Context: an optimization exercise on an open-source flow, tuned for small area, a short achievable clock period and few clock cycles per item. The choices shown serve that exercise and are no tape-out recipe. In this exercise RTL edits were held to simulation tests only and were not proved equivalent to the original. Power figures rest on the tool's default switching activity, not on a simulated workload.

JK:
==> flow/design.v (excerpt) <==
module softened_gravity_accumulator #(
  parameter int COORD_WIDTH = 32,
  parameter int SUM_WIDTH   = 64
) (
  input  wire logic clk,
  input  wire logic rst,
  input  wire logic cfg_wr_en,
  input  wire logic [31:0] cfg_wr_data,
  input  wire logic s_axis_tvalid,
  output logic      s_axis_tready,
  input  wire logic [((6*COORD_WIDTH+32+7)/8)*8-1:0] s_axis_tdata,
  input  wire logic s_axis_tuser,
  input  wire logic s_axis_tlast,
  output logic      m_axis_tvalid,
  input  wire logic m_axis_tready,
  output logic [3*64-1:0] m_axis_tdata
);
Settings: LEC_CHECK=0, CAP_MARGIN=20, CORE_MARGIN=2, CORE_UTILIZATION=30, MIN_ROUTING_LAYER=met2, PLACE_DENSITY=0.5, SETUP_SLACK_MARGIN=3, SLEW_MARGIN=20; clock period 8.0 ns.
run.sh (not shown) runs the stock make flow with config.mk's settings and CLKGATE_MAP_FILE= SYNTH_SCRIPT=/design/flow/synth_recipe.tcl, a recipe that flattens the netlist after the stock synthesis.
Run status, JK: aborted in global routing, error GRT-0116
Testbench counts of JK, summed over its fixed seeds: cycles 235,186, items 1,920.
Input changes introduced in MS (baseline for comparison: JK):
Settings: CELL_PAD_IN_SITES_DETAIL_PLACEMENT: unset -> 2; MIN_ROUTING_LAYER: met2 -> unset; PLACE_DENSITY: 0.5 -> unset; CORE_UTILIZATION: 30 -> 40; CELL_PAD_IN_SITES_GLOBAL_PLACEMENT: unset -> 2.
--- outcome ---
MS terminated abnormally: global routing reported GRT-0232. [compare] base=JK new=MS: initial core utilization moved up, total setup buffers inserted after CTS moved down, HPWL after detailed placement moved down.

---

== run M ==
Another version of the RTL of softened_gravity_accumulator (not shown whole).
Size in the first run: roughly 7,300 cells after synthesis, roughly 1,300 flip-flops, about 460 I/O pins.
## softened_gravity_accumulator
module softened_gravity_accumulator #(
  parameter int COORD_WIDTH = 32,
  parameter int SUM_WIDTH   = 64
) (
  input  wire logic clk,
  input  wire logic rst,
  input  wire logic cfg_wr_en,
  input  wire logic [sga_pkg::EPS_W-1:0] cfg_wr_data,
  input  wire logic s_axis_tvalid,
  output logic      s_axis_tready,
  input  wire logic [((6*COORD_WIDTH+sga_pkg::MASS_W+7)/8)*8-1:0] s_axis_tdata,
  input  wire logic s_axis_tuser,
  input  wire logic s_axis_tlast,
  output logic      m_axis_tvalid,
  input  wire logic m_axis_tready,
  output logic [3*sga_pkg::ACC_W-1:0] m_axis_tdata
);
  localparam int CW = COORD_WIDTH;
  logic [EPS_W-1:0]       softening_sq;
  logic [2:0][CW-1:0]     tgt, src;
  logic                   out_free, start;
  sga_pkg::sga_status_t            st;
  logic signed [SUM_WIDTH-1:0] sx, sy, sz;
  always_comb begin
    for (int i = 0; i < 3; i++) begin
      tgt[i] = s_axis_tdata[i*CW +: CW];
      src[i] = s_axis_tdata[(3+i)*CW +: CW];
    end
    s_axis_tready = !st.busy;
    start         = s_axis_tvalid && s_axis_tready;
    out_free      = !m_axis_tvalid || m_axis_tready;
  end
  always_ff @(posedge clk) begin
    if (rst) begin
      softening_sq <= '0;
    end else if (cfg_wr_en) begin
      softening_sq <= cfg_wr_data;
    end
  end
  sga_core #(.CW(CW), .SW(SUM_WIDTH)) u_core (
    .clk(clk), .rst(rst), .start(start),
    .tgt(tgt), .src(src),
    .mass_in(s_axis_tdata[6*CW +: MASS_W]),
    .first_in(s_axis_tuser), .last_in(s_axis_tlast),
  ...
export LEC_CHECK = 0
export CAP_MARGIN = 20
export CORE_MARGIN = 2
export CORE_UTILIZATION = 40
export SETUP_SLACK_MARGIN = 3
export SLEW_MARGIN = 20
create_clock -name core_clock -period 8.0 [get_ports {clk}]
Run M went all the way through the flow, and no timing, DRC or antenna check failed.
Testbench counts of run M, summed over its fixed seeds: cycles 529,079, items 1,920.
The inputs of run R differ from those of run M as listed below.
Settings: SETUP_SLACK_MARGIN changed from 3 to 2.
Findings:
- sky130_fd_sc_hd__or4_1 as the slowest library cell on the worst path was reported by run M, and sky130_fd_sc_hd__or3b_4 by run R.
- Detailed-placement wirelength estimate came out exactly the same in run M and run R.
- Count of instances resized after the clock tree is built, run R vs run M: down by more than half
- Comparing shortest clock period the worst path allows after layout for run M and run R, the smaller number came from run M.
- Compared with run M, run R shows multi-input combinational cell area that has gone down by more than 10%.
- Run M has a higher logic gate share of total power than run R.
- Of run M and run R, the run reporting the lower worst slack on hold paths was run M.

---

Another version of the RTL of softened_gravity_accumulator (not shown whole).
For scale: ~7300 cells after synthesis, about 1300 flip-flops, about 460 I/O pins, ~76000 um2 of cells after synthesis.
clock: 8.0 ns
lec_check: 0
cap_margin: 20
core_margin: 2
core_utilization: 40
slew_margin: 20
Testbench counts at the start, summed over its fixed seeds: cycles 883,208, items 1,920.
==> next run, changes <==
Settings changed: SETUP_SLACK_MARGIN from default to 2.
=> The new run passed the timing, DRC and antenna checks. Setup slack improved by 1300 ps. Routed wire length increases by about 9%. Total power increases by 2.4%. Combinational power increases by 15%. Critical path depth increases by 9. Maximum frequency increases by about 20%. Flip-flop and latch count stays the same.

-- port drivers added, routing unchanged --
In the flow no input, the clock included, has a driving cell. The finished layouts below were timed again as built, in two steps.
Step 1 assumes that a clkbuf_16 drives the clock port and a buf_2 every other input.
Step 2 times the ports against the registers' clock, not the clock port: input delays grow and output delays shrink by t, the midpoint of the rising clock arrivals with the driver on.
a / b / c = no drivers / after step 1 / after step 2; a / b = the first two.
run | shift t [ns] | slack for setup (ns) | latest minus earliest clock arrival (ns) | worst data-port slew with drivers (ns)
run M | 0.912 | 2.040 / 2.040 / 2.040 | 0.081 / 0.080 | 0.16
run R | 0.900 | 1.878 / 1.878 / 1.347 | 0.081 / 0.081 | 0.15
the first run of note 3 | 0.887 | 0.442 / 0.442 / 0.442 | 0.062 / 0.061 | 0.11
the second run of note 3 | 0.896 | 1.759 / 1.759 / 1.225 | 0.067 / 0.066 | 0.12
After both steps every run listed still meets setup and hold. The setup slack of the second run of note 3, which loses most, moves by 0.000 ns with the drivers and by -0.534 ns with both steps.
